This design comes from an exercise in tuning for small area and a short achievable clock period on the open sky130 flow, not from production work. Only simulation tests tie the RTL to the original design; equivalence was not proved. Power figures rest on the tool's default switching activity, not on a simulated workload.

$ cat flow/flow/run.sh
#!/bin/bash
set -euo pipefail
export BUFFER_PORTS_ARGS="-buffer_cell sky130_fd_sc_hd__buf_1"
export POST_GLOBAL_PLACE_TCL="$PWD/flow/port_bufs.tcl"
export CTS_ARGS="-sink_clustering_enable -repair_clock_nets -dont_use_dummy_load"
bash standard.sh finish > flow_standard.log 2>&1
$ cat flow/flow/port_bufs.tcl
# Input port buffers that drive many loads get a stronger buffer.
set n 0
set block [ord::get_db_block]
foreach bterm [$block getBTerms] {
  if { [$bterm getIoType] != "INPUT" } { continue }
  set net [$bterm getNet]
  if { $net == "NULL" } { continue }
  foreach iterm [$net getITerms] {
    set inst [$iterm getInst]
    if { [[$inst getMaster] getName] != "sky130_fd_sc_hd__buf_1" } { continue }
    set onet [[$inst findITerm X] getNet]
    if { $onet == "NULL" } { continue }
    set fo [expr { [llength [$onet getITerms]] - 1 }]
    if { $fo >= 8 } {
      replace_cell [get_cells [$inst getName]] sky130_fd_sc_hd__buf_4
      incr n
    }
  }
}
puts "port_bufs: resized $n input port buffers"
$ cat flow/standard.sh
#!/bin/bash
# synth_recipe.tcl (not shown) runs the flow's synth.tcl, then flattens the netlist and writes it again
# the make line also repeats each setting of config.mk as NAME=value (left out here)
make -C /OpenROAD-flow-scripts/flow DESIGN_CONFIG=/design/flow/config.mk WORK_HOME=/design/flow/orfs CLKGATE_MAP_FILE= SYNTH_SCRIPT=/design/flow/synth_recipe.tcl "${@:-finish}"
$ cat flow/config.mk
export PLATFORM = sky130hd
export DESIGN_NAME = biq_top
export DESIGN_NICKNAME = biq_top
export VERILOG_FILES = /design/flow/design.v
export SDC_FILE = /design/flow/constraint.sdc
export NUM_CORES = 4
export LEC_CHECK = 0
export CAP_MARGIN = 20
export CORE_MARGIN = 2
export CORE_UTILIZATION = 60
export SETUP_SLACK_MARGIN = 2.0
export SLEW_MARGIN = 20
$ cat flow/constraint.sdc
create_clock -name core_clock -period 4.0 [get_ports {clk}]
set_input_delay 0.8000 -clock core_clock [delete_from_list [all_inputs] [get_ports {clk}]]
set_output_delay 0.8000 -clock core_clock [all_outputs]
set_load 0.01 [all_outputs]
$ cat flow/design.v
package biq_pkg;
    typedef logic [5-1:0]    iid_t;
    typedef logic [6-1:0]   preg_t;
    typedef logic [7-1:0]    opcode_t;
    typedef logic [7-1:0]     funct7_t;
    typedef logic [3-1:0]     funct3_t;
    typedef logic [64-1:0]     xlen_t;
    typedef logic [5-1:0]   pipe_t;
    typedef logic [2-1:0]    biq_ptr_t;
    typedef logic [3-1:0]    biq_cnt_t;
    typedef logic [4-1:0]    entry_mask_t;
    typedef logic [4-1:0] wake_vld_t;
    typedef preg_t [4-1:0] wake_preg_t;    
endpackage
`timescale 1ns/100ps
module biq_entry (
    input  logic                          clk,
    input  logic                          wr,
    input  logic [172-1:0]         in_pay,
    input  logic                          in_rdy1,      
    input  logic                          in_rdy2,
    input  biq_pkg::wake_vld_t            wake_vld,
    input  logic [4*6-1:0] wake_preg,    
    output logic [172-1:0]         pay,
    output logic                          rdy1_nxt,     
    output logic                          rdy2_nxt
);
    logic psrc1_rdy;
    logic psrc2_rdy;
    logic wake_hit1;
    logic wake_hit2;
    always_comb
    begin
        wake_hit1 = 1'b0;
        wake_hit2 = 1'b0;
        for (int i = 0; i < 4; i++)
        begin
            if (wake_vld[i] && (wake_preg[i*6 +: 6] == pay[79 +: 6]))
                wake_hit1 = 1'b1;
            if (wake_vld[i] && (wake_preg[i*6 +: 6] == pay[72 +: 6]))
                wake_hit2 = 1'b1;
        end
    end
    assign rdy1_nxt = psrc1_rdy | wake_hit1;
    assign rdy2_nxt = psrc2_rdy | wake_hit2;
    always_ff @(posedge clk)
    begin
        if (wr)
        begin
            pay       <= in_pay;
            psrc1_rdy <= in_rdy1;
            psrc2_rdy <= in_rdy2;
        end
        else
        begin
            psrc1_rdy <= rdy1_nxt;
            psrc2_rdy <= rdy2_nxt;
        end
    end
endmodule
`timescale 1ns/100ps
module biq_ctrl (
    input  logic                     clk,
    input  logic                     rst_clk,
    input  logic                     global_flush,
    input  logic                     in_vld,
    input  biq_pkg::pipe_t           in_pipe,
    input  logic                     dispatch_stall,
    input  logic                     head_rdy1_nxt,    
    input  logic                     head_rdy2_nxt,
    output logic [3-1:0]  buf_wr,           
    output logic                     ld_in,            
    output logic [3-1:0]  ld_buf,           
    output logic                     ld_hold,          
    output logic                     biq_vld,
    output logic                     biq_stall
);
    logic [4:0]       cnt_oh;
    logic [4:0]       cnt_nxt;
    logic [3-1:0]   bhead_oh;
    logic [3-1:0]   bhead_nxt;
    logic [3-1:0]   btail_oh;
    logic [3-1:0]   btail_nxt;
    logic                      create_vld;
    logic                      issue;
    logic                      empty;
    logic                      full;
    logic                      more;        
    logic                      vld_q;
    logic                      vld_nxt;
    logic                      ld_head;
    assign empty = cnt_oh[0];
    assign full  = cnt_oh[4];
    assign more  = ~cnt_oh[0] & ~cnt_oh[1];
    assign issue = vld_q;       
    assign create_vld = in_vld & in_pipe[2] & ~dispatch_stall & ~full & ~global_flush;
    always_comb
    begin
        case ({create_vld, issue})
            2'b10:   cnt_nxt = {cnt_oh[4-1:0], 1'b0};
            2'b01:   cnt_nxt = {1'b0, cnt_oh[4:1]};
            default: cnt_nxt = cnt_oh;
        endcase
        bhead_nxt = bhead_oh;
        if (issue & more)
            bhead_nxt = {bhead_oh[3-2:0], bhead_oh[3-1]};
        btail_nxt = btail_oh;
        if (create_vld & ~empty & ~(issue & ~more))
            btail_nxt = {btail_oh[3-2:0], btail_oh[3-1]};
    end
    assign vld_nxt = ~cnt_nxt[0] & head_rdy1_nxt & head_rdy2_nxt;
    assign ld_head = issue | empty;
    assign ld_in   = ld_head & ~more;
    assign ld_buf  = {3{issue & more}} & bhead_oh;
    assign ld_hold = ~ld_head;
    always_ff @(posedge clk or negedge rst_clk)
    begin
        if (!rst_clk)
        begin
            cnt_oh   <= 1;
            bhead_oh <= 1;
            btail_oh <= 1;
            vld_q    <= 1'b0;
            buf_wr   <= 1;
        end
        else if (global_flush)
        begin
            cnt_oh   <= 1;
            bhead_oh <= 1;
            btail_oh <= 1;
            vld_q    <= 1'b0;
            buf_wr   <= 1;
        end
        else
        begin
            cnt_oh   <= cnt_nxt;
            bhead_oh <= bhead_nxt;
            btail_oh <= btail_nxt;
            vld_q    <= vld_nxt;
            buf_wr   <= btail_nxt & {3{~cnt_nxt[4]}};
        end
    end
    assign biq_vld   = vld_q;
    assign biq_stall = full;
endmodule
`timescale 1ns/100ps
module biq_issue_sel (
    input  logic                          clk,
    input  logic                          ld_in,
    input  logic [3-1:0]       ld_buf,
    input  logic                          ld_hold,      
    input  logic [172-1:0]         in_pay,
    input  logic                          in_rdy1,
    input  logic                          in_rdy2,
    input  logic [3-1:0][172-1:0] buf_pay,
    input  logic [3-1:0]       buf_rdy1_nxt,
    input  logic [3-1:0]       buf_rdy2_nxt,
    input  biq_pkg::wake_vld_t            wake_vld,
    input  logic [4*6-1:0] wake_preg,    
    output logic [172-1:0]         pay,
    output logic                          rdy1,
    output logic                          rdy2,
    output logic                          rdy1_nxt,
    output logic                          rdy2_nxt
);
    logic                  wake_hit1;
    logic                  wake_hit2;
    logic [172-1:0] pay_d;
    always_comb
    begin
        wake_hit1 = 1'b0;
        wake_hit2 = 1'b0;
        for (int i = 0; i < 4; i++)
        begin
            if (wake_vld[i] && (wake_preg[i*6 +: 6] == pay[79 +: 6]))
                wake_hit1 = 1'b1;
            if (wake_vld[i] && (wake_preg[i*6 +: 6] == pay[72 +: 6]))
                wake_hit2 = 1'b1;
        end
    end
    always_comb
    begin
        pay_d    = ({172{ld_in}} & in_pay) | ({172{ld_hold}} & pay);
        rdy1_nxt = (ld_in & in_rdy1) | (ld_hold & (rdy1 | wake_hit1));
        rdy2_nxt = (ld_in & in_rdy2) | (ld_hold & (rdy2 | wake_hit2));
        for (int j = 0; j < 3; j++)
        begin
            pay_d    = pay_d | ({172{ld_buf[j]}} & buf_pay[j]);
            rdy1_nxt = rdy1_nxt | (ld_buf[j] & buf_rdy1_nxt[j]);
            rdy2_nxt = rdy2_nxt | (ld_buf[j] & buf_rdy2_nxt[j]);
        end
    end
    always_ff @(posedge clk)
    begin
        pay  <= pay_d;
        rdy1 <= rdy1_nxt;
        rdy2 <= rdy2_nxt;
    end
endmodule
`timescale 1ns/100ps
module biq_top (
    input  logic                 clk,
    input  logic                 rst_clk,
    input  logic                 global_flush,
    input  logic                 dispatch_stall,
    input  logic                 in_vld,
    input  biq_pkg::pipe_t       in_pipe,
    input  biq_pkg::iid_t        in_iid,
    input  biq_pkg::opcode_t     in_opcode,
    input  biq_pkg::funct7_t     in_funct7,
    input  biq_pkg::funct3_t     in_funct3,
    input  biq_pkg::xlen_t       in_pc,
    input  logic                 in_psrc1_vld,
    input  logic                 in_psrc1_ready,
    input  biq_pkg::preg_t       in_psrc1,
    input  logic                 in_psrc2_vld,
    input  logic                 in_psrc2_ready,
    input  biq_pkg::preg_t       in_psrc2,
    input  logic                 in_pdst_vld,
    input  biq_pkg::preg_t       in_pdst,
    input  logic                 in_imm_vld,
    input  biq_pkg::xlen_t       in_imm,
    input  biq_pkg::wake_vld_t   wake_vld,
    input  biq_pkg::wake_preg_t  wake_preg,
    output logic                 biq_stall,
    output logic                 biq_vld,
    output biq_pkg::iid_t        biq_iid,
    output biq_pkg::opcode_t     biq_opcode,
    output biq_pkg::funct7_t     biq_funct7,
    output biq_pkg::funct3_t     biq_funct3,
    output biq_pkg::xlen_t       biq_pc,
    output logic                 biq_psrc1_vld,
    output biq_pkg::preg_t       biq_psrc1,
    output logic                 biq_psrc2_vld,
    output biq_pkg::preg_t       biq_psrc2,
    output logic                 biq_pdst_vld,
    output biq_pkg::preg_t       biq_pdst,
    output logic                 biq_imm_vld,
    output biq_pkg::xlen_t       biq_imm
);
    logic [4*6-1:0]  wake_flat;    
    logic [172-1:0]                 in_pay;
    logic [172-1:0]                 head_pay;
    logic [3-1:0][172-1:0] buf_pay;
    logic [3-1:0]               buf_rdy1_nxt;
    logic [3-1:0]               buf_rdy2_nxt;
    logic [3-1:0]               buf_wr;
    logic [3-1:0]               ld_buf;
    logic                                  ld_in;
    logic                                  ld_hold;
    logic                                  head_rdy1;
    logic                                  head_rdy2;
    logic                                  head_rdy1_nxt;
    logic                                  head_rdy2_nxt;
    logic                                  in_hit1;
    logic                                  in_hit2;
    logic                                  in_rdy1;
    logic                                  in_rdy2;
    assign wake_flat = wake_preg;
    assign in_pay = {in_iid, in_opcode, in_funct7, in_funct3, in_pc,
                     in_psrc1_vld, in_psrc1, in_psrc2_vld, in_psrc2,
                     in_pdst_vld, in_pdst, in_imm_vld, in_imm};
    assign {biq_iid, biq_opcode, biq_funct7, biq_funct3, biq_pc,
            biq_psrc1_vld, biq_psrc1, biq_psrc2_vld, biq_psrc2,
            biq_pdst_vld, biq_pdst, biq_imm_vld, biq_imm} = head_pay;
    biq_ctrl u_ctrl (
        .clk            (clk),
        .rst_clk        (rst_clk),
        .global_flush   (global_flush),
        .in_vld         (in_vld),
        .in_pipe        (in_pipe),
        .dispatch_stall (dispatch_stall),
        .head_rdy1_nxt  (head_rdy1_nxt),
        .head_rdy2_nxt  (head_rdy2_nxt),
        .buf_wr         (buf_wr),
        .ld_in          (ld_in),
        .ld_buf         (ld_buf),
        .ld_hold        (ld_hold),
        .biq_vld        (biq_vld),
        .biq_stall      (biq_stall)
    );
    always_comb
    begin
        in_hit1 = 1'b0;
        in_hit2 = 1'b0;
        for (int i = 0; i < 4; i++)
        begin
            if (wake_vld[i] && (wake_flat[i*6 +: 6] == in_psrc1))
                in_hit1 = 1'b1;
            if (wake_vld[i] && (wake_flat[i*6 +: 6] == in_psrc2))
                in_hit2 = 1'b1;
        end
    end
    assign in_rdy1 = ~in_psrc1_vld | in_psrc1_ready | in_hit1;    
    assign in_rdy2 = ~in_psrc2_vld | in_psrc2_ready | in_hit2;
    for (genvar e = 0; e < 3; e++)
    begin : g_buf
        biq_entry u_entry (
            .clk       (clk),
            .wr        (buf_wr[e]),
            .in_pay    (in_pay),
            .in_rdy1   (in_rdy1),
            .in_rdy2   (in_rdy2),
            .wake_vld  (wake_vld),
            .wake_preg (wake_flat),
            .pay       (buf_pay[e]),
            .rdy1_nxt  (buf_rdy1_nxt[e]),
            .rdy2_nxt  (buf_rdy2_nxt[e])
        );
    end
    biq_issue_sel u_head (
        .clk          (clk),
        .ld_in        (ld_in),
        .ld_buf       (ld_buf),
        .ld_hold      (ld_hold),
        .in_pay       (in_pay),
        .in_rdy1      (in_rdy1),
        .in_rdy2      (in_rdy2),
        .buf_pay      (buf_pay),
        .buf_rdy1_nxt (buf_rdy1_nxt),
        .buf_rdy2_nxt (buf_rdy2_nxt),
        .wake_vld     (wake_vld),
        .wake_preg    (wake_flat),
        .pay          (head_pay),
        .rdy1         (head_rdy1),
        .rdy2         (head_rdy2),
        .rdy1_nxt     (head_rdy1_nxt),
        .rdy2_nxt     (head_rdy2_nxt)
    );
endmodule
==> results of run 1 <==
-- cell usage in the layout (no fill, tap or decap), types with 12 or more instances in the layout --
cell	netlist	layout
nand4_1	35	35
buf_12	0	12
buf_1	8	315
buf_2	66	27
a22oi_1	175	175
buf_4	13	59
nor2_1	21	20
clkbuf_2	0	13
dfxtp_1	180	168
clkbuf_16	0	71
nand2_1	181	181
a222oi_1	172	172
xnor2_1	116	116
nor4_1	34	27
edfxtp_1	516	516
xor2_1	119	119
-- flip-flops by register name, indices dropped and copies added, names as in the netlist --
register / flops
g_buf.u_entry.pay: 516
u_head.rdy2: 1
u_ctrl.cnt_oh: 5
g_buf.u_entry.psrc1_rdy: 3
u_ctrl.btail_oh: 3
u_ctrl.bhead_oh: 3
u_head.pay: 172
u_ctrl.buf_wr: 3
u_ctrl.vld_q: 1
u_head.rdy1: 1
g_buf.u_entry.psrc2_rdy: 3
-- layout make-up --
type                            instances  share of cell area, %
Sequential cell                       711                   62.1
Multi-Input combinational cell        926                   22.2
Timing Repair Buffer                  446                   7.67
Clock buffer                           70                   5.57
Tap cell                              600                   2.39
Antenna cell                           10                 0.0795
Inverter                                2                 0.0239
-- power groups by stage --
stage	logic (W)	registers, W	clock network, W
CTS	0.00135	0.00848	0.00556
global placement	0.00128	0.00861	0
finish	0.00137	0.00849	0.00549
floorplan	0.000726	0.00866	0
detailed placement	0.00132	0.00863	0
global route	0.00148	0.00852	0.00584
-- metrics by stage --
stage	cells	power [W]	hold WS, ns	cell area, sq um
floorplan	1820	0.00938	0.431	27500
global placement	2664	0.00989	0.433	29100
detailed placement	2664	0.00995	0.439	29200
CTS	2748	0.0154	0.0718	31300
global route	2762	0.0158	0.0859	31500
finish	2765	0.0154	0.0971	31500
-- worst max-delay path: stages --
cell,delay (ns)
buf_2,0.25
buf_4,0.24
xor2_1,0.17
nor2_1,0.06
a41o_1,0.26
o41ai_1,0.26
and3_1,0.21
o221ai_1,0.14
and3b_1,0.22
-- timing repair --
| action | in CTS | in global routing |
|---|---|---|
| pin swaps | 6 | 0 |
| gates cloned | 7 | 1 |
| resized for setup | 72 | 28 |
| endpoints found under the hold margin | 0 | 0 |
| buffers inserted | 7 | 6 |
| setup endpoints to repair | 211 | 166 |
-- cells by family (layout without fill, tap and decap cells) --
group           Yosys count  in the layout  synth area share, %
flops                   711            711                 71.5
compound gates          377            377                 12.0
mux                       6              6                0.220
other cells               0             10                    0
xor+xnor                240            240                 7.85
fa+ha+maj                 2              2               0.0918
buf+inv                 187            518                 3.42
simple gates            297            301                 5.00
-- path summary, 6_finish.rpt --
| kind | start | end | slack [ns] | cells past startpoint |
|---|---|---|---|---|
| max | wake_preg[11] | u_ctrl.vld_q | 1.83 | 9 |
| min | rst_clk | u_ctrl.buf_wr[2] | 0.1 | 1 |
| max reg2reg | g_buf[2].u_entry.pay[72] | u_ctrl.vld_q | 1.93 | 7 |
| min reg2reg | g_buf[0].u_entry.pay[110] | u_head.pay[110] | 0.42 | 2 |
| max in group asynchronous | rst_clk | u_ctrl.cnt_oh[0] | 3.65 | 1 |
| min in group core_clock | g_buf[0].u_entry.pay[110] | u_head.pay[110] | 0.42 | 2 |
-- routing by layer --
| metal | part of all wire [%] | up-vias |
|---|---|---|
| met2 | 48 | 884 |
| li1 | - | 7805 |
| met1 | 39 | 8886 |
| met5 | 0.10 | - |
| met4 | 3.5 | 10 |
| met3 | 9.7 | 153 |
==> results_dict.tcl, run 1 <==
set metrics [dict create \
    register_area_sq_mm 0.0195 \
    synthArstFlopShare_pct 2.11 \
    slew_headroom_pct 41.1 \
    min_path_type "input port to asynchronous set/reset pin" \
    busiest_layer "met2" \
    drv_cap 0 \
    yosysSeqAreaShare_pct 71.5 \
    cp_max_fo 6 \
    hold_violations 0 \
    root_buffer "clkbuf_16" \
    final_max_slew_viol_count 0 \
    clkSinkCount 711 \
    drc 0 \
    pwr-share-comb_pct 8.9 \
    syn_area_per_cell_sq_um 15.0 \
    routed_via_density 6.42 \
    drive_gt1_share_pct 11.5 \
    netlist_instances 1820 \
    synth_commonest_cells "edfxtp_1, nand2_1, dfxtp_1" \
    switchingPower_w 0.00349 \
    grt_setup_unrepaired "yes" \
    overflow 0 \
    total_leakage_power_nw 10.8 \
    synthFlopType "edfxtp_1" \
    p_sw_share_pct 22.7 \
    ys_warn_count 4 \
    ir_drop_uv 407 \
    clock_power_share_pct 35.7 \
    clk_pin_slew_ns 0.05 \
    multi_input_comb_area_sq_mm 0.00700 \
    routedWlPerCell_microns 26.4 \
    synthDistinctLibCells 44 \
    synth_area_leaders "edfxtp_1, dfxtp_1, a222oi_1" \
    status "timing/DRC/antenna clean" \
    fillers 3157 \
    synth_edf_count 516 \
    worstPathRequired_ns 4.44 \
    grt_use_met3_pct 8.18 \
    netlist_area_sq_mm 0.0273 \
    grt_use_met2_pct 46.8 \
    fmax_mhz 460 \
    cp_data_arrival_time_ns 2.61 \
    start_kind "input port" \
    ios 386 \
    insertion_delay_ns 0.61 \
    final.period_utilization_pct 54.4 \
    drt-initial-drc-count 2361 \
    port_buffers 381 \
    die_x_microns 217 \
    critPathKind "input port to register" \
    end_kind "register" \
    antenna_left 0 \
    grt_pass1_wl_microns 106000 \
    antenna_found_initial 15 \
    p_int_w 0.0119 \
    cts_made_buffers 70 \
    htreeDepth 3 \
    min_period_ns 2.17 \
    setup_viol 0 \
    clock_skew_ns 0.0624 \
    synth.most_common_cell "edfxtp_1" \
    use_met1_pct 40.2 \
    grt_max_degree 147 \
    final_nets 2371 \
    grtUsageTotal_pct 30.2 \
    fp.dieArea_sq_mm 0.0472 \
    die_h_microns 217 \
    first_pass_iters 11 \
    pwr-share-seq_pct 55.3 \
    yosysTopAreaCell "edfxtp_1" \
    cts_tree "built" \
    area_delta_synth_final_pct 15.5 \
    rows 78 \
    core_area_sq_mm 0.0451 \
    utilization_pct 69.8 \
    synth_top_area_share_pct 56.8 \
    grt_pass1_vias 17200 \
    dpl.hpwl_microns 41700 \
    tightest_slew_ns 0.883 \
    clk_path_buf_depth 3 \
    pre_cts_slack_ns 0.912 \
    start_util_pct 60.5 \
    ys_ff_latch 711 \
    vias 17700 \
    tns_ns 0 \
    wl_microns 73100 \
    syn-num-nets 2034 \
    holdBufCountCts 0 \
    powerDensity_mw_per_mm2 488 \
    fin_ws_ns 1.83 \
]
==> run 2: changes to the inputs <==
--- a/flow/design.v
+++ b/flow/design.v
@@ -66,8 +66,9 @@
     input  logic                     in_vld,
     input  biq_pkg::pipe_t           in_pipe,
     input  logic                     dispatch_stall,
-    input  logic                     head_rdy1_nxt,    
-    input  logic                     head_rdy2_nxt,
+    input  logic                     hold_ready_nxt,   
+    input  logic                     in_ready,         
+    input  logic [3-1:0]  buf_ready_nxt,    
     output logic [3-1:0]  buf_wr,           
     output logic                     ld_in,            
     output logic [3-1:0]  ld_buf,           
@@ -108,7 +109,9 @@
         if (create_vld & ~empty & ~(issue & ~more))
             btail_nxt = {btail_oh[3-2:0], btail_oh[3-1]};
     end
-    assign vld_nxt = ~cnt_nxt[0] & head_rdy1_nxt & head_rdy2_nxt;
+    assign vld_nxt = (ld_hold & hold_ready_nxt)
+                   | (ld_in & create_vld & in_ready)
+                   | |(ld_buf & buf_ready_nxt);
     assign ld_head = issue | empty;
     assign ld_in   = ld_head & ~more;
     assign ld_buf  = {3{issue & more}} & bhead_oh;
@@ -161,7 +164,8 @@
     output logic                          rdy1,
     output logic                          rdy2,
     output logic                          rdy1_nxt,
-    output logic                          rdy2_nxt
+    output logic                          rdy2_nxt,
+    output logic                          hold_ready_nxt    
 );
     logic                  wake_hit1;
     logic                  wake_hit2;
@@ -190,6 +194,7 @@
             rdy2_nxt = rdy2_nxt | (ld_buf[j] & buf_rdy2_nxt[j]);
         end
     end
+    assign hold_ready_nxt = (rdy1 | wake_hit1) & (rdy2 | wake_hit2);
     always_ff @(posedge clk)
     begin
         pay  <= pay_d;
@@ -252,6 +257,7 @@
     logic                                  head_rdy2;
     logic                                  head_rdy1_nxt;
     logic                                  head_rdy2_nxt;
+    logic                                  hold_ready_nxt;
     logic                                  in_hit1;
     logic                                  in_hit2;
     logic                                  in_rdy1;
@@ -270,8 +276,9 @@
         .in_vld         (in_vld),
         .in_pipe        (in_pipe),
         .dispatch_stall (dispatch_stall),
-        .head_rdy1_nxt  (head_rdy1_nxt),
-        .head_rdy2_nxt  (head_rdy2_nxt),
+        .hold_ready_nxt (hold_ready_nxt),
+        .in_ready       (in_rdy1 & in_rdy2),
+        .buf_ready_nxt  (buf_rdy1_nxt & buf_rdy2_nxt),
         .buf_wr         (buf_wr),
         .ld_in          (ld_in),
         .ld_buf         (ld_buf),
@@ -325,6 +332,7 @@
         .rdy1         (head_rdy1),
         .rdy2         (head_rdy2),
         .rdy1_nxt     (head_rdy1_nxt),
-        .rdy2_nxt     (head_rdy2_nxt)
+        .rdy2_nxt     (head_rdy2_nxt),
+        .hold_ready_nxt (hold_ready_nxt)
     );
 endmodule
==> run 2 against run 1 <==
Compared with the run above:
- still clean
- area after synthesis is 0.19% higher
- setup slack gained 0.16 ns
- clock skew is 0.020 ns lower
- hold slack lost 0.062 ns
- non-clock buffer count increased by 12
- clock-buffer cell count grew 1
- routed wire length up 1.2%
- critical path depth is 3 lower
- design area up 1.4%
- power is 0.12% lower
- utilization up 0.79 points
- first-iteration DRC count up 3.6%
- critical endpoint is now u_head.rdy2
- highest routed layer unchanged
==> results_dict.tcl, run 2 <==
set metrics [dict create \
    final_cell_mix "edfxtp_1, buf_1, nand2_1" \
    tightest_slew_ns 0.813 \
    port_buffers 381 \
    drt-initial-drc-count 2446 \
    clock_skew_ns 0.0424 \
    placed_cells 2659 \
    grtUsageTotal_pct 30.5 \
    worstPathRequired_ns 4.46 \
    register_area_sq_mm 0.0195 \
    critPathKind "register to register" \
    ys_warn_count 4 \
    status "timing/DRC/antenna clean" \
    clkSinkCount 711 \
    fp.dieArea_sq_mm 0.0472 \
    final.period_utilization_pct 50.3 \
    ir_drop_uv 485 \
    synth_area_leaders "edfxtp_1, dfxtp_1, a222oi_1" \
    cp_max_fo 3 \
    core_area_sq_mm 0.0452 \
    end_kind "register" \
    antenna_found_initial 14 \
    netlist_area_sq_mm 0.0273 \
    largest_reg_flops 516 \
    slowest_delay_ns 0.43 \
    drive_gt1_share_pct 13.5 \
    grt_pass1_wl_microns 108000 \
    synth_commonest_cells "edfxtp_1, dfxtp_1, nand2_1" \
    pre_cts_slack_ns 0.948 \
    fillers 3108 \
    wl_microns 73900 \
    setup_viol 0 \
    critPathMostFrequentCell "nor4_4" \
    p_int_w 0.0119 \
    cp_data_arrival_time_ns 2.47 \
    fin_ws_ns 1.99 \
    antenna_left 0 \
    ios 386 \
    multi_input_comb_area_sq_mm 0.00730 \
    tns_ns 0 \
    rows 78 \
    routed_via_density 6.45 \
    cp_slowest_cell "edfxtp_1" \
    drv_cap 0 \
    p_sw_share_pct 22.7 \
    grt_setup_unrepaired "yes" \
    die_x_microns 217 \
    top_regs "g_buf.u_entry.pay: 516 flops, u_head.pay: 172 flops, u_ctrl.cnt_oh: 5 flops" \
    final_common_cell "edfxtp_1" \
    hold_violations 0 \
    ys_ff_latch 711 \
    yosysSeqAreaShare_pct 71.3 \
    pwr-share-comb_pct 8.5 \
    synthDistinctLibCells 47 \
    htreeDepth 3 \
    syn_area_per_cell_sq_um 15.0 \
    final_nets 2388 \
    cts_tree "built" \
    slew_headroom_pct 45.8 \
    overflow 0 \
    grt_pass1_vias 17600 \
    min_period_ns 2.01 \
    grt_max_degree 173 \
    dpl.hpwl_microns 40500 \
    cp_cell_sequence "buf_4 -> xor2_1 -> nor4_4 -> nor4_4 -> o32ai_2 -> or3_1" \
    switchingPower_w 0.00348 \
    root_buffer "clkbuf_16" \
    start_kind "register" \
    die_h_microns 217 \
    synthArstFlopShare_pct 2.11 \
    min_path_type "input port to asynchronous set/reset pin" \
    start_util_pct 60.4 \
    cts_made_buffers 71 \
    largest-register "g_buf.u_entry.pay" \
    synth_top_area_share_pct 56.7 \
    total_leakage_power_nw 10.9 \
    area_delta_synth_final_pct 16.8 \
    fmax_mhz 497 \
    vias 17900 \
    first_pass_iters 10 \
    pwr-share-seq_pct 54.9 \
    yosysTopAreaCell "edfxtp_1" \
    instances_no_fill 2781 \
    synth_edf_count 516 \
    drc 0 \
    clock_power_share_pct 36.5 \
    routedWlPerCell_microns 26.6 \
    clk_pin_slew_ns 0.06 \
    synth.most_common_cell "edfxtp_1" \
    final_max_slew_viol_count 0 \
    hold_slack_ns 0.0346 \
    powerDensity_mw_per_mm2 481 \
    syn-num-nets 2036 \
    insertion_delay_ns 0.62 \
    clk_path_buf_depth 3 \
    synthFlopType "edfxtp_1" \
    netlist_instances 1822 \
]
run 2: cell count changes after synthesis, moves of 3 or more:
cell      previous run  this run
mux2i_1              6         9
nor2_1              21        18
buf_4               13        10
clkbuf_1            85        70
buf_2               66        80
a21oi_1             10         6
buf_6               13        16
xor2_2               5         0
xor2_1             119       125
run 2: metrics by stage:
stage                     utilization [%]  power [W]  instance area [sq um]
after global routing                 70.6     0.0158                  31900
after detailed placement             64.7    0.00978                  29200
after global placement               64.5    0.00973                  29200
after floorplan                         -    0.00925                  27500
after CTS                            69.8     0.0154                  31500
final                                70.6     0.0153                  31900
run 2: what timing repair did:
item	in CTS	in global routing
buffers inserted	22	12
pin swaps	12	19
hold buffers	0	0
resized for setup	83	44
setup endpoints to repair	284	121
cloned	6	2
run 2: power groups by stage:
| stage | Combinational (W) | Sequential, W | Clock, W |
|---|---|---|---|
| final | 0.00131 | 0.00843 | 0.00560 |
| after global routing | 0.00141 | 0.00845 | 0.00594 |
| after CTS | 0.00126 | 0.00842 | 0.00568 |
| after detailed placement | 0.00121 | 0.00857 | 0 |
| after global placement | 0.00117 | 0.00856 | 0 |
| after floorplan | 0.000656 | 0.00860 | 0 |
run 2: worst paths after layout:
kind                                                 from                  to  slack [ns]  cells past startpoint
worst max-delay path             g_buf[1].u_entry.pay[74]         u_head.rdy2        1.99                      6
worst min-delay path                              rst_clk    u_ctrl.buf_wr[2]        0.03                      1
worst max register to register   g_buf[1].u_entry.pay[74]         u_head.rdy2        1.99                      6
worst min register to register  g_buf[1].u_entry.pay[171]     u_head.pay[171]        0.43                      2
max in group asynchronous                         rst_clk  u_ctrl.btail_oh[0]        3.69                      1
min in group core_clock         g_buf[1].u_entry.pay[171]     u_head.pay[171]        0.43                      2
run 2: cell type report:
class / instances / share of cell area (%)
tap: 600 / 2.35
sequential: 711 / 61.3
inverter: 3 / 0.0353
clock buffer: 71 / 5.57
timing repair buffer: 458 / 7.84
antenna: 9 / 0.0706
multi-input combinational: 929 / 22.9
run 2: routing by layer:
metal | vias up | track usage (%) | share of wire, %
met5 | - | 0 | 0.097
met4 | 12 | 12.9 | 3.3
met3 | 162 | 8.57 | 10
met2 | 925 | 47.5 | 48
met1 | 8985 | 40.6 | 38
li1 | 7864 | - | -
run 2: critical path: cells and delay by family (launching register included):
family	cells	cell delay [ns]
AND/OR/NAND/NOR	3	0.86
flip-flops	1	0.43
XOR/XNOR	1	0.27
buffers and inverters	1	0.17
AO/OA/AOI/OAI	1	0.14
run 2: cells by family (layout without fill, tap and decap cells):
kind of cell	count (synthesis)	in the layout	share of synthesized area, %
multiplexers	9	9	0.330
AO/OA/AOI/OAI	377	379	12.0
AND/OR/NAND/NOR	296	299	5.01
buffers and inverters	187	532	3.52
flip-flops	711	711	71.3
other	0	9	0
XOR/XNOR	240	240	7.70
adder cells (fa/ha/maj)	2	2	0.0916
==> run 3: changes to the inputs <==
==> flow/flow/run.sh (replaced) <==
#!/bin/bash
set -euo pipefail
export BUFFER_PORTS_ARGS="-buffer_cell sky130_fd_sc_hd__buf_1"
export POST_GLOBAL_PLACE_TCL="$PWD/flow/port_bufs.tcl"
export CTS_ARGS="-sink_clustering_enable -repair_clock_nets -dont_use_dummy_load -buf_list sky130_fd_sc_hd__clkbuf_8"
bash standard.sh finish > flow_standard.log 2>&1
==> run 3 against run 2 <==
Compared with the run above:
- fmax is 1.7% lower
- still clean
- clock-buffer cell count up 40
- cell count grew 1.6%
- power is 3.3% lower
- global-route usage is 0.14 points higher
- die area unchanged
- critical endpoint is now biq_vld
- critical path depth shrank 5
- synthesized cell count stayed put
==> results_dict.tcl, run 3 <==
set metrics [dict create \
    vias 18200 \
    syn_area_per_cell_sq_um 15.0 \
    grt_pass1_vias 17900 \
    fmax_mhz 488 \
    area_delta_synth_final_pct 18.5 \
    synth_commonest_cells "edfxtp_1, dfxtp_1, nand2_1" \
    cp_slowest_cell "dfrtp_2" \
    worstPathRequired_ns 3.20 \
    synth_top_area_share_pct 56.7 \
    overflow 0 \
    drc 0 \
    synthArstFlopShare_pct 2.11 \
    fin_area_sq_mm 0.0324 \
    ios 386 \
    drv_cap 0 \
    netlist_instances 1822 \
    slowest_delay_ns 0.44 \
    final_cell_mix "edfxtp_1, nand2_1, a22oi_1" \
    final_common_cell "edfxtp_1" \
    rows 78 \
    slew_headroom_pct 44.6 \
    start_util_pct 60.4 \
    final_nets 2434 \
    hold_slack_ns 0.371 \
    routed_via_density 6.44 \
    drt-initial-drc-count 2385 \
    syn-num-nets 2036 \
    core_area_sq_mm 0.0452 \
    min_path_cells 1 \
    cp_cell_sequence "buf_6" \
    tightest_slew_ns 0.831 \
    total_leakage_power_nw 11.4 \
    antenna_left 0 \
    wl_microns 75400 \
    largest-register "g_buf.u_entry.pay" \
    port_buffers 381 \
    cp_data_arrival_time_ns 1.25 \
    dpl.hpwl_microns 40500 \
    start_kind "register" \
    finalPower_w 0.0148 \
    final_max_slew_viol_count 0 \
    die_x_microns 217 \
    clock_skew_ns 0.0754 \
    cp_max_fo 4 \
    synth.most_common_cell "edfxtp_1" \
    insertion_delay_ns 0.69 \
    status "timing/DRC/antenna clean" \
    antenna_found_initial 14 \
    largest_reg_flops 516 \
    grt_pass1_wl_microns 109000 \
    ys_ff_latch 711 \
    reg2regPathDepth 7 \
    yosysTopAreaCell "edfxtp_1" \
    clk_pin_slew_ns 0.07 \
    netlist_area_sq_mm 0.0273 \
    cts_tree "built" \
    instances_no_fill 2826 \
    clk_path_buf_depth 3 \
    critPathTopFamily "flip-flops" \
    first_pass_iters 14 \
    synthFlopType "edfxtp_1" \
    cts_made_buffers 111 \
    placed_cells 2659 \
    end_kind "primary output" \
    setup_viol 0 \
    critPathKind "register to primary output" \
    synth_area_leaders "edfxtp_1, dfxtp_1, a222oi_1" \
    powerDensity_mw_per_mm2 458 \
    ir_drop_uv 355 \
    cp.depth 1 \
    synthDistinctLibCells 47 \
    min_period_ns 2.05 \
    top_regs "g_buf.u_entry.pay: 516 flops, u_head.pay: 172 flops, u_ctrl.cnt_oh: 5 flops" \
    path_buf_inv 1 \
    min_path_type "input port to register" \
    clkSinkCount 711 \
    htreeDepth 3 \
    synth_edf_count 516 \
    hold_violations 0 \
    grtUsageTotal_pct 30.7 \
    drive_gt1_share_pct 26.2 \
    root_buffer "clkbuf_8" \
    place_area_sq_mm 0.0292 \
    grt_max_degree 173 \
    tns_ns 0 \
    die_h_microns 217 \
    yosysSeqAreaShare_pct 71.3 \
    ys_warn_count 4 \
    grt_setup_unrepaired "yes" \
    routedWlPerCell_microns 26.7 \
    final.period_utilization_pct 51.2 \
    fp.dieArea_sq_mm 0.0472 \
]
==> run 3: kinds of logic after synthesis <==
family,Yosys count,share of synthesized area (%)
DFF,711,71.3
AOI/OAI and AO/OA,377,12.0
adders and majority gates,2,0.0916
buffers and inverters,187,3.52
muxes,9,0.330
xor gates and xnor gates,240,7.70
and+or+nand+nor,296,5.01
==> run 3: worst register-to-register path: cells and delay by family (launching register included) <==
| kind | cells | cell delay, ns |
|---|---|---|
| and+or+nand+nor | 4 | 0.94 |
| DFF | 1 | 0.49 |
| xor gates and xnor gates | 1 | 0.14 |
| AOI/OAI and AO/OA | 1 | 0.19 |
| buffers and inverters | 1 | 0.20 |
==> run 3: report_power, final <==
group / switching [W] / internal (W) / total (W)
Sequential: 0.000191 / 0.00826 / 0.00845
Clock: 0.00246 / 0.00243 / 0.00488
Combinational: 0.000819 / 0.000672 / 0.00149
Total: 0.00347 / 0.0114 / 0.0148
==> run 3: what timing repair did <==
| item | in CTS | in global routing |
|---|---|---|
| endpoints found under the hold margin | 11 | 0 |
| gates resized for setup | 402 | 84 |
| setup endpoints to repair | 342 | 256 |
| setup buffers | 29 | 8 |
| hold buffers | 1 | 0 |
| cloned | 5 | 5 |
| pin swaps | 10 | 6 |
==> run 3: cell type report <==
class | count | area, sq um
fillers | 3060 | 12800
flip-flops and latches | 711 | 19700
multi-input cells | 929 | 7140
well taps | 600 | 751
clock buffers | 111 | 1530
inverters | 3 | 11.3
repair buffers | 464 | 3250
diodes | 8 | 20.0
==> run 3: layer usage <==
| layer | track usage, % | vias to the layer above | wire length, microns |
|---|---|---|---|
| li1 | - | 7938 | - |
| met1 | 39.9 | 9102 | 28900 |
| met2 | 48.2 | 946 | 36200 |
| met3 | 9.78 | 215 | 7560 |
| met4 | 12.1 | 12 | 2670 |
| met5 | 0 | - | 80 |
==> run 3: final timing paths <==
kind                                           startpoint                        end  slack (ns)
worst min-delay path                            in_pc[49]  g_buf[1].u_entry.pay[135]        0.37
max in group asynchronous                         rst_clk           u_ctrl.buf_wr[0]        3.13
worst min register to register  g_buf[1].u_entry.pay[136]            u_head.pay[136]        0.42
worst max-delay path                         u_ctrl.vld_q                    biq_vld        1.95
min in group asynchronous                         rst_clk         u_ctrl.btail_oh[1]        0.56
worst max register to register   g_buf[2].u_entry.pay[75]               u_ctrl.vld_q        1.96
==> run 3: stage by stage <==
stage / setup WS [ns] / utilization, %
after global placement: 0.933 / 64.5
final: 1.95 / 71.7
after detailed placement: 0.948 / 64.7
after floorplan: 1.76 / -
after CTS: 1.91 / 70.7
after global routing: 1.88 / 71.6
==> run 4: changes to the inputs <==
==> flow/flow/run.sh (replaced) <==
#!/bin/bash
set -euo pipefail
export BUFFER_PORTS_ARGS="-buffer_cell sky130_fd_sc_hd__buf_1"
export POST_GLOBAL_PLACE_TCL="$PWD/flow/port_bufs.tcl"
export CTS_ARGS="-sink_clustering_enable -repair_clock_nets -dont_use_dummy_load -sink_clustering_size 20 -sink_clustering_max_diameter 80"
bash standard.sh finish > flow_standard.log 2>&1
==> run 4 against run 3 <==
Compared with the run above:
- sequential cell count is the same
- global-route usage shrank 0.46 points
- highest routed layer unchanged
- still clean
- largest power group unchanged
- combinational power shrank 11%
- die area is the same
- largest cell class unchanged
==> results_dict.tcl, run 4 <==
set metrics [dict create \
    final_common_cell "edfxtp_1" \
    hold_violations 0 \
    first_pass_iters 13 \
    largest_reg_flops 516 \
    grt_setup_unrepaired "yes" \
    rows 78 \
    ios 386 \
    final.period_utilization_pct 50.3 \
    drt-initial-drc-count 2451 \
    synth_top_family_by_area "compound AO/OA/AOI/OAI gates" \
    critPathKind "register to register" \
    slew_headroom_pct 44.4 \
    cts_tree "built" \
    dpl.hpwl_microns 40500 \
    grtUsageTotal_pct 30.2 \
    fin_ws_ns 1.99 \
    drive_gt1_share_pct 12.5 \
    synthFlopType "edfxtp_1" \
    fmax_mhz 497 \
    grt_pass1_vias 17200 \
    synth_area_leaders "edfxtp_1, dfxtp_1, a222oi_1" \
    slowest_delay_ns 0.50 \
    overflow 0 \
    end_kind "register" \
    port_buffers 381 \
    powerDensity_mw_per_mm2 442 \
    synth_commonest_cells "edfxtp_1, dfxtp_1, nand2_1" \
    netlist_instances 1822 \
    ir_drop_uv 459 \
    worstPathRequired_ns 4.49 \
    cp_data_arrival_time_ns 2.50 \
    cp.depth 7 \
    synth_edf_count 516 \
    netlist_area_sq_mm 0.0273 \
    wl_microns 74000 \
    core_area_sq_mm 0.0452 \
    synthArstFlopShare_pct 2.11 \
    root_buffer "clkbuf_16" \
    final_nets 2364 \
    synth.most_common_cell "edfxtp_1" \
    die_h_microns 217 \
    setup_viol 0 \
    critPathTopFamily "simple AND/OR/NAND/NOR gates" \
    instances_no_fill 2756 \
    start_kind "register" \
    yosysTopAreaCell "edfxtp_1" \
    synth_top_area_share_pct 56.7 \
    status "timing/DRC/antenna clean" \
    grt_pass1_wl_microns 107000 \
    syn_area_per_cell_sq_um 15.0 \
    placed_cells 2659 \
    area_delta_synth_final_pct 14.3 \
    tns_ns 0 \
    clk_pin_slew_ns 0.08 \
    path_buf_inv 1 \
    start_util_pct 60.4 \
    syn-num-nets 2036 \
    synthMuxAreaShare_pct 0.330 \
    synthSimpleGateAreaFrac_pct 5.01 \
    cts_made_buffers 42 \
    reg2regPathDepth 7 \
    min_period_ns 2.01 \
    top_regs "g_buf.u_entry.pay: 516 flops, u_head.pay: 172 flops, u_ctrl.cnt_oh: 5 flops" \
    cp_cell_sequence "buf_4 -> xnor2_1 -> nand4_1 -> nor4_2 -> nor4_4 -> or2_2 -> a41oi_2" \
    drc 0 \
    synthAdderAreaFrac_pct 0.0916 \
    routedWlPerCell_microns 26.8 \
    grt_max_degree 173 \
    cp_max_fo 4 \
    die_x_microns 217 \
    routed_via_density 6.44 \
    min_path_type "input port to asynchronous set/reset pin" \
    clk_path_buf_depth 3 \
    insertion_delay_ns 0.58 \
    synthXorXnorAreaFrac_pct 7.70 \
    tightest_slew_ns 0.834 \
    final_max_slew_viol_count 0 \
    largest-register "g_buf.u_entry.pay" \
    clkSinkCount 711 \
    pre_cts_slack_ns 0.948 \
    fillers 3206 \
    drv_cap 0 \
    yosysSeqAreaShare_pct 71.3 \
    synth_compound_area_share_pct 12.0 \
    ys_warn_count 4 \
    synthDistinctLibCells 47 \
    final_cell_mix "edfxtp_1, buf_1, nand2_1" \
    clock_skew_ns 0.0347 \
    vias 17700 \
    antenna_found_initial 13 \
    cp_slowest_cell "edfxtp_1" \
    antenna_left 0 \
    total_leakage_power_nw 10.6 \
    fp.dieArea_sq_mm 0.0472 \
    htreeDepth 2 \
    hold_slack_ns 0.0612 \
    ys_ff_latch 711 \
]
run 4: cell types whose count changed in the layout (fill, tap and decap cells not counted), sizes merged:
cell and delta:
buf -6, bufbuf +1, clkbuf -64, dlygate4sd3 -1
run 4: cell families after synthesis:
group	after synthesis
AOI/OAI and AO/OA	377
xor gates and xnor gates	240
adders and majority gates	2
buffers and inverters	187
DFF	711
muxes	9
and+or+nand+nor	296
run 4: area by class of cell:
class | count | area (sq um) | share of cell area, %
sequential | 711 | 19500 | 62.6
multi-input combinational | 929 | 7280 | 23.3
timing repair buffer | 463 | 2560 | 8.21
clock buffer | 42 | 1050 | 3.37
tap | 600 | 751 | 2.41
antenna | 8 | 20.0 | 0.0641
inverter | 3 | 11.3 | 0.0361
run 4: final timing paths:
check,slack (ns),from,endpoint
max,1.99,g_buf[2].u_entry.pay[75],u_ctrl.vld_q
min,0.06,rst_clk,u_ctrl.btail_oh[1]
max reg2reg,1.99,g_buf[2].u_entry.pay[75],u_ctrl.vld_q
min reg2reg,0.45,g_buf[1].u_entry.pay[108],u_head.pay[108]
max in group asynchronous,3.69,rst_clk,u_ctrl.bhead_oh[0]
min in group core_clock,0.45,g_buf[1].u_entry.pay[108],u_head.pay[108]
run 4: power breakdown:
part / switching (W) / total, W / leakage, nW / internal [W]
Combinational: 0.000801 / 0.00132 / 3.43 / 0.000516
Sequential: 0.000198 / 0.00841 / 6.62 / 0.00821
Clock: 0.00221 / 0.00408 / 0.518 / 0.00187
Total: 0.00321 / 0.0138 / 10.6 / 0.0106
run 4: per-stage QoR:
| step | instance area (sq um) | utilization [%] | total power (W) |
|---|---|---|---|
| floorplan | 27500 | - | 0.00925 |
| global placement | 29200 | 64.5 | 0.00973 |
| detailed placement | 29200 | 64.7 | 0.00978 |
| CTS | 30800 | 68.1 | 0.0138 |
| global route | 31200 | 69.0 | 0.0143 |
| finish | 31200 | 69.1 | 0.0138 |
run 4: what timing repair did:
item                       in CTS  in global routing
gates cloned                    6                  3
hold buffers                    0                  0
setup endpoints to repair     263                180
buffers inserted               20                 18
resized for setup              75                 50
pin swaps                      10                 18
run 4: routing by layer:
metal / vias to the layer above / global-route usage, % / routed length (microns)
met1: 8965 / 40.1 / 29200
met5: - / 0 / 69
met3: 131 / 8.44 / 6820
met2: 830 / 48.4 / 35800
li1: 7799 / - / -
met4: 10 / 9.91 / 2080
==> run 5: changes to the inputs <==
==> flow/flow/run.sh (replaced) <==
#!/bin/bash
set -euo pipefail
export BUFFER_PORTS_ARGS="-buffer_cell sky130_fd_sc_hd__buf_1"
export POST_GLOBAL_PLACE_TCL="$PWD/flow/port_bufs.tcl"
export CTS_ARGS="-sink_clustering_enable -repair_clock_nets -dont_use_dummy_load -sink_clustering_size 26 -sink_clustering_max_diameter 90"
bash standard.sh finish > flow_standard.log 2>&1
==> run 5 against run 4 <==
Compared with the run above:
- still clean
- global-route usage down 0.61 points
- non-clock buffer count down 2
- combinational power is essentially flat
- fmax grew 0.41%
- first-iteration DRC count rose by 3.9%
- hold slack worse by 0.0025 ns
- power shrank 3.0%
- largest power group unchanged
==> results_dict.tcl, run 5 <==
set metrics [dict create \
    start_kind "register" \
    final_common_cell "edfxtp_1" \
    holdBufCountCts 0 \
    synthArstFlopShare_pct 2.11 \
    netlist_area_sq_mm 0.0273 \
    ys_warn_count 4 \
    synth_edf_count 516 \
    grt_max_degree 173 \
    root_buffer "clkbuf_16" \
    vias 17700 \
    hold_violations 0 \
    multi_input_comb_area_sq_mm 0.00735 \
    largest-register "g_buf.u_entry.pay" \
    antenna_left 0 \
    clk_pin_slew_ns 0.11 \
    synthFlopType "edfxtp_1" \
    clock_skew_ns 0.0628 \
    clk_path_buf_depth 3 \
    powerDensity_mw_per_mm2 430 \
    final.period_utilization_pct 50.1 \
    status "timing/DRC/antenna clean" \
    end_kind "register" \
    dpl.hpwl_microns 40500 \
    cts_tree "built" \
    total_leakage_power_nw 10.5 \
    hold_slack_ns 0.0587 \
    area_delta_synth_final_pct 13.9 \
    min_path_type "input port to asynchronous set/reset pin" \
    cts_made_buffers 34 \
    ir_drop_uv 437 \
    min_period_ns 2.00 \
    cp_data_arrival_time_ns 2.48 \
    routedWlPerCell_microns 26.6 \
    core_area_sq_mm 0.0452 \
    grt_pass1_wl_microns 105000 \
    fmax_mhz 499 \
    netlist_instances 1822 \
    setup_viol 0 \
    grt_setup_unrepaired "yes" \
    register_area_sq_mm 0.0195 \
    wl_met1_microns 28700 \
    routed.top_layer "met5" \
    slew_headroom_pct 45.3 \
    synth.most_common_cell "edfxtp_1" \
    die_h_microns 217 \
    final_cell_mix "edfxtp_1, buf_1, nand2_1" \
    yosysSeqAreaShare_pct 71.3 \
    htreeDepth 2 \
    largest_reg_flops 516 \
    drc 0 \
    grtUsageTotal_pct 29.6 \
    first_pass_iters 13 \
    routed_via_density 6.44 \
    syn-num-nets 2036 \
    synth_commonest_cells "edfxtp_1, dfxtp_1, nand2_1" \
    yosysTopAreaCell "edfxtp_1" \
    start_util_pct 60.4 \
    cp_max_fo 5 \
    die_x_microns 217 \
    syn_area_per_cell_sq_um 15.0 \
    tns_ns 0 \
    antenna_found_initial 14 \
    drt-initial-drc-count 2547 \
    fillers 3204 \
    grt_pass1_vias 17000 \
    synth_top_area_share_pct 56.7 \
    rows 78 \
    wl_microns 73000 \
    met2_length_microns 35100 \
    synth_area_leaders "edfxtp_1, dfxtp_1, a222oi_1" \
    drv_cap 0 \
    overflow 0 \
    ys_ff_latch 711 \
    worstPathRequired_ns 4.48 \
    final_max_slew_viol_count 0 \
    ios 386 \
    synthDistinctLibCells 47 \
    dr_wl_met3_microns 7070 \
    insertion_delay_ns 0.58 \
    top_regs "g_buf.u_entry.pay: 516 flops, u_head.pay: 172 flops, u_ctrl.cnt_oh: 5 flops" \
    clkSinkCount 711 \
    fp.dieArea_sq_mm 0.0472 \
    tightest_slew_ns 0.820 \
    final_nets 2353 \
    port_buffers 381 \
    drive_gt1_share_pct 11.8 \
    critPathKind "register to register" \
]
[run 5: final cells by class]
| cell class | instances | share of cell area (%) |
|---|---|---|
| diodes | 11 | 0.0885 |
| flip-flops and latches | 711 | 62.8 |
| repair buffers | 461 | 8.31 |
| well taps | 600 | 2.41 |
| clock buffers | 34 | 2.74 |
| multi-input cells | 928 | 23.6 |
| inverters | 3 | 0.0362 |
[run 5: timing repair]
action	CTS	global route
resized for setup	78	51
setup endpoints to repair	207	186
pin swaps	12	15
gates cloned	5	2
buffers inserted	22	15
endpoints found under the hold margin	0	0
[run 5: per-layer routing]
| layer | up-vias | global-route usage, % |
|---|---|---|
| met2 | 833 | 46.9 |
| li1 | 7785 | - |
| met1 | 8952 | 40.2 |
| met3 | 129 | 7.62 |
| met5 | - | 0 |
| met4 | 6 | 9.75 |
[run 5: kinds of logic after synthesis]
kind of cell | after synthesis | share of synthesized area, %
compound gates | 377 | 12.0
flops | 711 | 71.3
buf+inv | 187 | 3.52
xor+xnor | 240 | 7.70
fa+ha+maj | 2 | 0.0916
mux | 9 | 0.330
simple gates | 296 | 5.01
[run 5: where the power goes]
group          total, W  internal (W)  switching (W)
combinational   0.00131      0.000518       0.000794
clock           0.00366       0.00153        0.00212
sequential      0.00841       0.00821       0.000203
total            0.0134        0.0103        0.00312
[run 5: per-stage QoR]
stage | total power, W | area (sq um) | util (%) | cells | setup slack (ns)
after detailed placement | 0.00978 | 29200 | 64.7 | 2659 | 0.948
after floorplan | 0.00925 | 27500 | - | 1822 | 1.76
after CTS | 0.0134 | 30600 | 67.8 | 2720 | 1.94
after global routing | 0.0138 | 31100 | 68.8 | 2742 | 1.90
after global placement | 0.00973 | 29200 | 64.5 | 2659 | 0.933
final | 0.0134 | 31100 | 68.8 | 2748 | 2.00
[run 5: final timing paths]
check	end	depth (start not counted)	slack [ns]	from
max reg2reg	u_ctrl.vld_q	6	2.00	g_buf[2].u_entry.pay[81]
min	u_ctrl.btail_oh[2]	1	0.06	rst_clk
max	u_ctrl.vld_q	6	2.00	g_buf[2].u_entry.pay[81]
min in group core_clock	u_head.pay[54]	2	0.41	g_buf[1].u_entry.pay[54]
min reg2reg	u_head.pay[54]	2	0.41	g_buf[1].u_entry.pay[54]
max in group asynchronous	u_ctrl.cnt_oh[0]	1	3.64	rst_clk
[run 5: worst max-delay path, stage by stage, from the launching register on]
cell and delay (ns):
edfxtp_1 0.52, xnor2_1 0.24, nand4_1 0.21, nor4_4 0.33
o41ai_4 0.13, or2_2 0.30, a41oi_2 0.19

-- what the ideal ports hide --
The flow's constraints put no driver on any port. The routed layouts listed below were extracted and timed again, unchanged, in two steps. Step 1, drivers: a clkbuf_16 drives clk and a buf_2 each remaining input, both assumed. Step 2 times the ports against the registers' clock, not the clock port: input delays grow and output delays shrink by t, the midpoint of the rising clock arrivals with the driver on. a / b / c = no drivers / after step 1 / after step 2; a / b = the first two.
run | t (ns) | slack for setup (ns) | clock arrival spread, ns
run 1 | 0.636 | 1.826 / 1.863 / 1.229 | 0.063 / 0.064
run 2 | 0.655 | 1.987 / 1.948 / 1.375 | 0.048 / 0.049
run 3 | 0.715 | 1.952 / 1.893 / 1.312 | 0.080 / 0.080
run 4 | 0.627 | 1.989 / 1.965 / 1.401 | 0.042 / 0.042
run 5 | 0.613 | 1.997 / 1.946 / 1.420 | 0.064 / 0.063
After both steps every run listed still meets setup and hold. The setup slack of run 3, which loses most, moves by -0.059 ns with the drivers and by -0.640 ns with both steps.
